From an optimization exercise on the open Yosys and OpenROAD flow, aimed at small area, a short achievable clock period and few clock cycles per item; shortcuts taken in it are not production practice.
The RTL was checked by simulation tests, not by an equivalence proof against the original design.
Power is estimated from default activity; no workload was simulated.

==> design.v <==
module result_requant_wb #(
  parameter int ADDRESSSIZE    = 10,
  parameter int MATRIX_SIZE    = 32,
  parameter int PARTIAL_SUM_BW = 24,
  parameter int DATA_BW        = 8
) (
  input  logic                                clk,
  input  logic                                rstn,
  input  logic                                start,
  input  logic [ADDRESSSIZE-1:0]              src_addr,
  input  logic [ADDRESSSIZE-1:0]              dst_addr,
  input  logic [ADDRESSSIZE:0]                num_rows,
  input  logic [3:0]                          shift,
  input  logic                                relu_en,
  output logic                                busy,
  output logic                                done,
  output logic                                res_rd_en,
  output logic [ADDRESSSIZE-1:0]              res_rd_addr,
  input  logic [PARTIAL_SUM_BW*MATRIX_SIZE-1:0] res_rd_data,
  output logic                                ub_wr_en,
  output logic [ADDRESSSIZE-1:0]              ub_wr_addr,
  output logic [DATA_BW*MATRIX_SIZE-1:0]      ub_wr_data,
  input  logic                                ub_wr_ready
);
  localparam int PSB = PARTIAL_SUM_BW;
  logic                           r_job;       
  logic                           r_zero;      
  logic                           r_rd_more;   
  logic [ADDRESSSIZE:0]           r_rd_left;   
  logic [ADDRESSSIZE-1:0]         r_rd_addr;   
  logic                           r_s_valid;   
  logic                           r_s_last;    
  logic                           r_o_valid;   
  logic                           r_o_last;    
  logic [ADDRESSSIZE-1:0]         r_o_addr;
  logic [DATA_BW*MATRIX_SIZE-1:0] r_o_data;
  logic                           r_relu_en;
  logic [3:0]                     r_sa;        
  logic [3:0]                     r_sb;        
  logic [2:0]                     r_lm;        
  logic [DATA_BW*MATRIX_SIZE-1:0] w_quant;
  logic w_free;      
  logic w_move;      
  logic w_rd;        
  logic w_done;
  logic w_accept;    
  logic w_nz;
  logic r_rd_en1;    
  logic r_rd_en0;    
  logic r_ol;        
  logic n_job, n_zero, n_rd_more, n_s_valid, n_o_valid, n_o_last;
  assign w_free   = ~r_o_valid | ub_wr_ready;
  assign w_move   = r_s_valid & w_free;
  assign w_rd     = r_rd_more & (~r_s_valid | w_free);
  assign w_done   = r_zero | (ub_wr_ready & r_ol);
  assign busy     = r_job & ~(ub_wr_ready & r_ol);
  assign done     = w_done;
  assign w_accept = start & ~busy;
  assign w_nz     = |num_rows;
  assign res_rd_en   = r_rd_en0 | (ub_wr_ready & r_rd_en1);
  assign res_rd_addr = r_rd_addr | (src_addr & {ADDRESSSIZE{~r_rd_more}});
  assign ub_wr_en    = r_o_valid;
  assign ub_wr_addr  = r_o_addr;
  assign ub_wr_data  = r_o_data;
  always_comb begin
    n_o_valid = w_move ? 1'b1 : (ub_wr_ready ? 1'b0 : r_o_valid);
    n_o_last  = w_move ? r_s_last : r_o_last;
    if (w_accept) begin
      n_job     = w_nz;
      n_zero    = ~w_nz;
      n_rd_more = (num_rows > 1);
      n_s_valid = w_nz;
    end else begin
      n_job     = r_job & ~w_done;
      n_zero    = 1'b0;
      n_rd_more = w_rd ? (r_rd_left != 1) : r_rd_more;
      n_s_valid = w_rd ? 1'b1 : (w_move ? 1'b0 : r_s_valid);
    end
  end
  always_ff @(posedge clk or negedge rstn) begin
    if (!rstn) begin
      r_job     <= 1'b0;
      r_zero    <= 1'b0;
      r_rd_more <= 1'b0;
      r_s_valid <= 1'b0;
      r_o_valid <= 1'b0;
      r_rd_addr <= '0;
      r_rd_en1  <= 1'b0;
      r_rd_en0  <= 1'b0;
      r_ol      <= 1'b0;
    end else begin
      r_job     <= n_job;
      r_zero    <= n_zero;
      r_rd_more <= n_rd_more;
      r_s_valid <= n_s_valid;
      r_o_valid <= n_o_valid;
      if (!n_rd_more)    r_rd_addr <= '0;
      else if (w_accept) r_rd_addr <= src_addr + 1'b1;
      else if (w_rd)     r_rd_addr <= r_rd_addr + 1'b1;
      r_rd_en1  <= ~n_job | (n_o_valid & n_o_last) | n_rd_more;
      r_rd_en0  <= ~n_job | (n_rd_more & ~(n_s_valid & n_o_valid));
      r_ol      <= n_o_valid & n_o_last;
    end
  end
  always_ff @(posedge clk) begin
    if (w_move) begin
      r_o_last <= r_s_last;
      r_o_addr <= r_o_addr + 1'b1;
    end
    if (w_accept) begin
      r_rd_left <= num_rows - 1'b1;
      r_s_last  <= (num_rows == 1);
      r_o_addr  <= dst_addr - 1'b1;
      r_relu_en <= relu_en;
      for (int i = 0; i < 4; i++) r_sa[i] <= (shift[3:2] == i);
      for (int i = 0; i < 4; i++) r_sb[i] <= (shift[1:0] == i);
      for (int i = 0; i < 3; i++) r_lm[i] <= (shift[1:0] <= i);
    end else if (w_rd) begin
      r_rd_left <= r_rd_left - 1'b1;
      r_s_last  <= (r_rd_left == 1);
    end
  end
  always_ff @(posedge clk) begin
    if (w_move) r_o_data <= w_quant;
  end
  genvar gi, gk, gj;
  generate
    for (gi = 0; gi < MATRIX_SIZE; gi++) begin : g_lane
      logic [PSB-1:0]     w_x;
      logic               w_neg;
      logic [12:0]        w_v;
      logic [DATA_BW:0]   w_u;
      logic [4:0]         w_lm;
      logic               w_lo_p, w_lo_n, w_hi_p, w_hi_n;
      logic               w_ovf;
      logic [DATA_BW-1:0] w_y;
      logic [DATA_BW-1:0] w_q;
      assign w_x   = res_rd_data[PSB*gi +: PSB];
      assign w_neg = w_x[PSB-1];
      for (gk = 0; gk < 13; gk++) begin : g_s1
        logic [3:0] w_c;    
        for (gj = 0; gj < 4; gj++) begin : g_c
          if (gk + 4*gj == 0)         assign w_c[gj] = 1'b0;
          else if (gk + 4*gj <= PSB)  assign w_c[gj] = w_x[gk + 4*gj - 1];
          else                        assign w_c[gj] = w_neg;
        end
        assign w_v[gk] = |(w_c & r_sa);
      end
      for (gk = 0; gk <= DATA_BW; gk++) begin : g_s2
        assign w_u[gk] = |(w_v[gk +: 4] & r_sb);
      end
      assign w_lm   = {2'b11, r_lm};
      assign w_lo_p = |(w_v[12:8] & w_lm);
      assign w_lo_n = ~&(w_v[12:8] | ~w_lm);
      assign w_hi_p = (r_sa[0] & |w_x[22:12]) | (r_sa[1] & |w_x[22:16]) |
                      (r_sa[2] & |w_x[22:20]);
      assign w_hi_n = (r_sa[0] & ~&w_x[22:12]) | (r_sa[1] & ~&w_x[22:16]) |
                      (r_sa[2] & ~&w_x[22:20]);
      assign w_ovf  = w_neg ? (w_lo_n | w_hi_n) : (w_lo_p | w_hi_p);
      assign w_y = w_u[DATA_BW:1] + w_u[0];
      logic w_rz;
      assign w_rz = r_relu_en & w_neg;
      assign w_q = (w_rz | w_ovf | (~w_neg & w_y[DATA_BW-1])) ? {w_neg & ~w_rz, {(DATA_BW-1){~w_neg}}} : w_y;
      assign w_quant[DATA_BW*gi +: DATA_BW] = w_q;
    end
  endgenerate
endmodule
==> flow/run.sh <==
#!/bin/bash
# Standard layout, with plain buf_1 cells as the port buffers (the resizer
# may still upsize them). Each tool's output goes to its own log file here.
set -euo pipefail
bash standard.sh \
  BUFFER_PORTS_ARGS="-buffer_cell sky130_fd_sc_hd__buf_1" \
  finish > make_finish.log 2>&1
==> standard.sh <==
#!/bin/bash
# synth_recipe.tcl (not shown) runs the flow's synth.tcl, then flattens the netlist and writes it again
# the make line also repeats each setting of config.mk as NAME=value (left out here)
make -C /OpenROAD-flow-scripts/flow DESIGN_CONFIG=/design/flow/config.mk WORK_HOME=/design/flow/orfs CLKGATE_MAP_FILE= SYNTH_SCRIPT=/design/flow/synth_recipe.tcl "${@:-finish}"
==> config.mk <==
export PLATFORM = sky130hd
export DESIGN_NAME = result_requant_wb
export DESIGN_NICKNAME = result_requant_wb
export VERILOG_FILES = /design/flow/design.v
export SDC_FILE = /design/flow/constraint.sdc
export NUM_CORES = 4
export LEC_CHECK = 0
export CAP_MARGIN = 20
export CORE_MARGIN = 2
export CORE_UTILIZATION = 27
export CTS_BUF_LIST = sky130_fd_sc_hd__clkbuf_8
export SETUP_SLACK_MARGIN = 4.45
export SLEW_MARGIN = 20
==> constraint.sdc <==
create_clock -name core_clock -period 8.0 [get_ports {clk}]
set_input_delay 1.6000 -clock core_clock [delete_from_list [all_inputs] [get_ports {clk}]]
set_output_delay 1.6000 -clock core_clock [all_outputs]
set_load 0.01 [all_outputs]
==> reports/results.txt, run 1 <==
Routed wire length - 227000 um
Switching power - 0.00614 W
# rows - 137
Final worst-path cycle share - 0.460
DR WL/cell - 29.5 um
Status - complete, no violations
Clk pwr share - 0.154
Drc violations - 0
Num Clock Sinks - 308
Count leader, synth - a22oi_1
Die Ht - 379 um
Vias - 50500
Setup-failing EPs final - 0
Core region area - 140000 um^2
DRT Pass-1 Iters - 9
Max-slew violations - 0
Layout cells sized above 1 - 0.0867
# port buffers - 1087
Fin crit period - 3680 ps
Top cells by area, synth - edfxtp_1 (23%), a22oi_1 (13%), o21ai_0 (7.0%)
Setup TNS - 0 ps
Htree depth - 3
P_int - 0.00606 W
Pre-CTS setup slack - 3150 ps
Final hold vios - 0
Final Core Density - 0.336
Worst-path clk slew - 60 ps
FFs w/ async S/R, synth - 0.0584
Vias/cell - 6.55
Hold buffer count at cts - 0
Drt first-iter violations - 7894
Number of CTS-inserted buffers - 67
First-pass GRT wire length - 302000 um
Ys Warns - 1
Gpl congestion - 1.04
EDFF count, synth - 289
Initial antenna violation count - 99
Flop pwr share - 0.226
Vias in the first global route - 44700
Startpoint types - input port
TritonCTS clock tree - done
Top cell type's share of synthesized area - 0.228
Worst vdd ir - 0.426 mV
Largest net degree at the start of global routing - 127
Setup ws final - 4320 ps
Fmax - 0.272 GHz
Ys flop type - edfxtp_1
Worst min-delay path class - flop to flop
Initial Util - 0.272
Clock skew - 49.3 ps
RSZ-0062 raised after global routing - yes
Global route total overflow - 0
Synth top cells by count - a22oi_1 (648), nand2_1 (608), o21ai_0 (529), a21oi_1 (389), edfxtp_1 (289)
Arrival @ worst endpoint - 2080 ps
Library cells used by synthesis - 97
Cell taking the most area after synthesis - edfxtp_1
Design Area, Final - 46900 um^2
LEAKAGE - 15.9 nW
Avg Inst Size Synth - 7.95 um^2
Power density over cell area - 260 nW/um^2
R2R Setup Slk - 4450 ps
CTS root buffer - clkbuf_8
Synthesis-to-layout area growth - 23.3%
Fin nets - 6590
Post-Syn Nets - 5664
Width of the die - 379 um
Max cap viols - 0
Sw Ratio - 0.503
Combinational fraction of design power - 0.620
Syn Std Cell Area - 38000 um^2
Crit Path Category - input port to output port
Worst setup EP type - output port
Gate Count Post-Synth - 4785
Clock latency (worst-skew pair) - 720 ps
CP required - 6400 ps
Relative slew margins - 0.321
CTS Buffer Depth - 3
Register bit total from synthesis - 308
Sequential-to-total area share from yosys stat - 0.241
GR Util All Layers - 0.280
Crit-path max FO - 4
Top-level I/O count - 1088
Die area - 144000 um^2
Final ANT Viol Nets - 0
Worst-Margin Slew - 1020 ps
DP HPWL - 155000 um
Placed cell areas - 43400 um^2
-- metal layers --
layer  wire length [um]  share of wire  vias up  GRT usage
li1                   -              -    21400          -
met1              82200           0.36    24000      0.337
met2              93700           0.41     4060      0.408
met3              32900           0.14     1050      0.112
met4              18000          0.079       64      0.188
met5                562         0.0025        -          0
-- timing repair --
item                                    CTS  global route
resized for setup                       100            96
pin swaps                                 5            12
endpoints found under the setup margin  277           238
endpoints found under the hold margin     0             0
gates cloned                              9            24
buffers inserted                         25            29
-- registers in the layout (all words and copies together) (netlist names), 2 cells and up --
name and count:
r_o_addr 10, r_lm 2, r_sa 4, r_rd_addr 10, r_o_data 256, r_sb 4
r_rd_left 11
-- logic make-up after synthesis --
| group | share of synthesized area |
|---|---|
| compound gates | 0.455 |
| simple gates | 0.171 |
| buf+inv | 0.0583 |
| flops | 0.241 |
| xor+xnor | 0.0507 |
| fa+ha+maj | 0.0234 |
| mux | 0.00161 |
-- power by group through the flow --
stage	Combinational [W]	Clock, W	Sequential (W)
after floorplan	0.00455	0	0.00286
after global routing	0.00808	0.00198	0.00277
after detailed placement	0.00672	0	0.00276
final	0.00757	0.00188	0.00275
after global placement	0.00669	0	0.00277
after CTS	0.00700	0.00192	0.00273
-- layout by cell type, fill, tap and decap left out, types with 66 or more instances in the layout --
| master | count |
|---|---|
| buf_1 | 1057 |
| xor2_1 | 140 |
| a21oi_1 | 388 |
| nor2_1 | 91 |
| a2111o_1 | 81 |
| edfxtp_1 | 289 |
| inv_1 | 70 |
| xnor2_1 | 80 |
| a22oi_1 | 615 |
| a22o_1 | 217 |
| nand3_1 | 107 |
| o22ai_1 | 73 |
| nand2_1 | 606 |
| o21ai_0 | 509 |
| nand4_1 | 153 |
| clkbuf_8 | 71 |
| diode_2 | 83 |
| buf_4 | 66 |
-- worst max-delay path, cell delays in order --
cell	delay, ps
buf_8	100
a21bo_4	220
inv_4	60
buf_6	90
-- metrics by stage --
step	instances	hold slack [ps]	power [W]
floorplan	4785	429	0.00741
global placement	7431	450	0.00946
detailed placement	7431	448	0.00948
CTS	7581	464	0.0116
global route	7677	491	0.0128
finish	7717	466	0.0122
-- final timing paths --
| kind | startpoint | end | cells after the start |
|---|---|---|---|
| worst max-delay path | ub_wr_ready | busy | 4 |
| worst min-delay path | r_o_last | r_o_last | 2 |
| worst max register to register | r_sa[0] | r_o_data[190] | 11 |
| worst min register to register | r_o_last | r_o_last | 2 |
| max in group asynchronous | rstn | r_rd_addr[9] | 1 |
| min in group asynchronous | rstn | r_ol | 1 |
-- cell type report --
cell class / count / area, um^2
fill: 14900 / 92800
multi-input combinational: 4034 / 27200
sequential: 308 / 9150
timing repair buffer: 1226 / 6320
tap: 1876 / 2350
clock buffer: 71 / 977
clock inverter: 45 / 387
inverter: 74 / 307
antenna: 83 / 208
Testbench counts, summed over its fixed seeds: cycles 7,049, rows 6,022.
==> run 2: changes to the inputs <==
--- a/config.mk
+++ b/config.mk
@@ -8,5 +8,5 @@
 export CAP_MARGIN = 20
-export CORE_MARGIN = 2
-export CORE_UTILIZATION = 27
+export CORE_AREA = 5 5 475 195
 export CTS_BUF_LIST = sky130_fd_sc_hd__clkbuf_8
+export DIE_AREA = 0 0 480 200
 export SETUP_SLACK_MARGIN = 4.45
==> run 2 against run 1 <==
  * Clock power about the same
  * First-iteration DRC count grew 5.0%
  * Global-route usage grew 13 points
  * Final cell count is 9.4% lower
  * Non-clock buffer count fell by 42
  * Routed wire length decreased by 3.0%
  * Sequential share of layout area is 0.74 points higher
  * Hold slack improved by 28 ps
  * Setup slack lost 5.4 ps
  * Synthesized cell count stayed put
  * Via count is 0.67% lower
  * Still clean
==> reports/results.txt, run 2 <==
Vias - 50200 (-0.67%)
Num Clock Sinks - 308 (unchanged)
Crit path from - ub_wr_ready
Die Ht - 200 um (-47%)
Ys flop type - edfxtp_1
Reg-to-Reg Start - r_sa[0]
Avg Inst Size Synth - 7.95 um^2 (unchanged)
Fmax - 0.271 GHz (-0.15%)
Initial antenna violation count - 100 (+1.0%)
DR WL/cell - 31.5 um (+7.0%)
Worst-Margin Slew - 1080 ps (+63.7 ps)
Worst min-delay path class - flop to flop
CP required - 6400 ps (about the same)
Max cap viols - 0 (unchanged)
Multi-input logic area - 27000 um^2 (-0.66%)
Cell chain of the critical path - buf_8, a21bo_4, inv_4, buf_6
Global route total overflow - 0 (unchanged)
Register bit total from synthesis - 308 (unchanged)
Clock skew - 56.7 ps (+7.40 ps)
Slowest stage delay, CP - 220 ps (about the same)
Routed wire length - 221000 um (-3.0%)
Number of CTS-inserted buffers - 51 (-24%)
Fin crit period - 3690 ps (+5.40 ps)
Reg2reg end - r_o_data[254]
Final hold vios - 0 (unchanged)
Initial Util - 0.431 (+0.159)
Slowest-stage cell, CP - a21bo_4
Ys Warns - 1 (unchanged)
Gate Count Post-Synth - 4785 (unchanged)
Die area - 96000 um^2 (-33%)
LEAKAGE - 15.5 nW (-2.6%)
Worst hold slack - 494 ps (+28.1 ps)
Arrival @ worst endpoint - 2090 ps (about the same)
Critical path buffers and inverters - 3 (unchanged)
Sequential Area - 9150 um^2 (unchanged)
Most frequent cells in the layout - buf_1 (1057), a22oi_1 (631), nand2_1 (606), o21ai_0 (507), a21oi_1 (388)
Crit path depth - 4 (unchanged)
CTS root buffer - clkbuf_8
Max reg flops - 256 (unchanged)
Gpl congestion - 1.06 (+2.2%)
# port buffers - 1087 (unchanged)
Vias in the first global route - 44100 (-1.5%)
Worst setup EP type - output port
DRT Pass-1 Iters - 12 (+3)
Global routing's busiest layer - met2
Worst-path clk slew - 70 ps (about the same)
Layout cells sized above 1 - 0.0737 (-0.0129)
Clk pwr share - 0.154 (about the same)
Switching power - 0.00618 W (+0.57%)
Relative slew margins - 0.278 (-0.0425)
Biggest regs - r_o_data: 256 flops, r_rd_left: 11 flops
Fin nets - 6531 (-0.90%)
Clock latency (worst-skew pair) - 780 ps (+60 ps)
Synth top cells by count - a22oi_1 (648), nand2_1 (608), o21ai_0 (529), a21oi_1 (389), edfxtp_1 (289)
Combinational fraction of design power - 0.611 (-0.009)
Worst Setup EP - busy
Htree depth - 2 (-1)
TritonCTS clock tree - done
Final worst-path cycle share - 0.461 (+0.000675)
Cell taking the most area after synthesis - edfxtp_1
Syn Std Cell Area - 38000 um^2 (unchanged)
FFs w/ async S/R, synth - 0.0584 (unchanged)
Vias/cell - 7.18 (+9.6%)
Post-Syn Nets - 5664 (unchanged)
EDFF count, synth - 289 (unchanged)
Synthesis-to-layout area growth - 18.8%
DP HPWL - 155000 um (about the same)
Worst vdd ir - 0.210 mV (-51%)
Met1 capacity usage during global routing - 0.542 (+0.206)
Core region area - 88100 um^2 (-37%)
RSZ-0062 raised after global routing - yes
Setup-failing EPs final - 0 (unchanged)
Largest net degree at the start of global routing - 166 (+31%)
Drc violations - 0 (unchanged)
Crit-path max FO - 4 (unchanged)
Startpoint types - input port
Crit Path Category - input port to output port
Library cells used by synthesis - 97 (unchanged)
CTS Buffer Depth - 3 (unchanged)
Commonest non-fill, non-tap cell in the layout - buf_1
Met3 Track Usage GR - 0.158 (+0.0461)
Width of the die - 480 um (+27%)
Top cells by area, synth - edfxtp_1 (23%), a22oi_1 (13%), o21ai_0 (7.0%)
Max-slew violations - 0 (unchanged)
Setup TNS - 0 ps (unchanged)
Top cell type's share of synthesized area - 0.228 (unchanged)
Status - complete, no violations
Flop pwr share - 0.235 (+0.009)
GR Util All Layers - 0.410 (+0.130)
P_int - 0.00594 W (-2.0%)
Drt first-iter violations - 8287 (+5.0%)
Top-level I/O count - 1088 (unchanged)
Count leader, synth - a22oi_1
# rows - 69 (-50%)
Met2 usage - 0.578 (+0.170)
Worst reg2reg path depth - 9 (-2)
Delay-heaviest family, CP - buffers and inverters
First-pass GRT wire length - 298000 um (-1.3%)
Sequential-to-total area share from yosys stat - 0.241 (unchanged)
Final ANT Viol Nets - 0 (unchanged)
R2R Setup Slk - 4420 ps (-30 ps)
Power density over cell area - 268 nW/um^2 (+3.0%)
FILL cells - 8827 (-41%)
Sw Ratio - 0.510 (+0.00652)
Most flops, register - r_o_data
[run 2: cell counts after synthesis]
No cell type changed its count.
[run 2: how the worst min path moves through the flow]
stage                     startpoint       end  cells past startpoint
after global routing        r_o_last  r_o_last                      2
after floorplan             r_o_last  r_o_last                      2
after CTS                   r_o_last  r_o_last                      2
after global placement      r_o_last  r_o_last                      2
after detailed placement    r_o_last  r_o_last                      2
final                       r_o_last  r_o_last                      2
[run 2: metal layers]
| metal | vias up | share of wire |
|---|---|---|
| met1 | 23900 | 0.39 |
| met5 | - | 0.00093 |
| met2 | 4141 | 0.40 |
| li1 | 21200 | - |
| met3 | 880 | 0.15 |
| met4 | 32 | 0.062 |
[run 2: kinds of logic (layout without fill, tap and decap cells)]
| family | Yosys count | count (layout) | synth area share |
|---|---|---|---|
| buffers and inverters | 444 | 1354 | 0.0583 |
| XOR/XNOR | 220 | 220 | 0.0507 |
| AO/OA/AOI/OAI | 2421 | 2421 | 0.455 |
| adder cells (fa/ha/maj) | 71 | 71 | 0.0234 |
| multiplexers | 6 | 6 | 0.00161 |
| other | 0 | 93 | 0 |
| flip-flops | 308 | 308 | 0.241 |
| AND/OR/NAND/NOR | 1315 | 1315 | 0.171 |
[run 2: area by class of cell]
cell class              instances  share of cell area
clock buffers                  51              0.0155
clock inverters                45              0.0120
inverters                      74             0.00665
flip-flops and latches        308               0.203
multi-input cells            4033               0.598
repair buffers               1184               0.127
well taps                    1207              0.0334
diodes                         93             0.00515
[run 2: tightest hold or removal path: stages (launching register included)]
cell     delay (ps)
dfxtp_1         320
mux2i_1          90
inv_1            60
[run 2: repair_timing]
action,4_1_cts,5_1_grt
buffers inserted,19,8
cloned,7,12
resized for setup,78,59
hold buffers,0,0
endpoints found under the setup margin,259,240
pin swaps,5,5
[run 2: stage by stage]
stage,worst slack [ps],std cells,util,total power (W),instance area [um^2]
CTS,4310,6882,0.503,0.0116,44400
floorplan,1940,4785,-,0.00741,38300
detailed placement,3660,6760,0.482,0.00958,42500
global placement,3730,6760,0.482,0.00955,42500
finish,4310,6995,0.513,0.0121,45200
global route,4310,6975,0.512,0.0127,45100
[run 2: power groups by stage]
stage	registers [W]	logic, W	clock network (W)
after floorplan	0.00286	0.00455	0
after global placement	0.00284	0.00671	0
after detailed placement	0.00283	0.00675	0
after CTS	0.00280	0.00696	0.00188
after global routing	0.00285	0.00785	0.00195
final	0.00284	0.00740	0.00187

afterwards: timing with drivers on the ports:
No port has a modelled driver above. Below, the same layouts with a new extraction and two added sets of constraints.
Step 1: set_driving_cell puts a clkbuf_16 on clk and a buf_2 on each other input, an assumption about the parent block.
Step 2 adds t to the input delays and takes it off the output delays; t is the mean of the earliest and latest rising clock arrival at the registers after step 1. Input paths then give back, and output paths get back, about the clock's delay inside the block.
a / b / c = ideal ports / drivers / drivers and shift; a / b = the first two.
run | shift t [ns] | slack for setup (ns) | hold WS [ns] | worst data-port slew with drivers (ns)
run 1 | 0.792 | 4.319 / 4.262 / 3.686 | 0.466 / 0.466 / 0.466 | 0.29
run 2 | 0.822 | 4.313 / 4.274 / 3.675 | 0.494 / 0.494 / 0.494 | 0.22
After both steps every run listed still meets setup and hold. For run 2, which loses most, drivers alone change the setup slack by -0.039 ns; drivers and shift together by -0.638 ns.
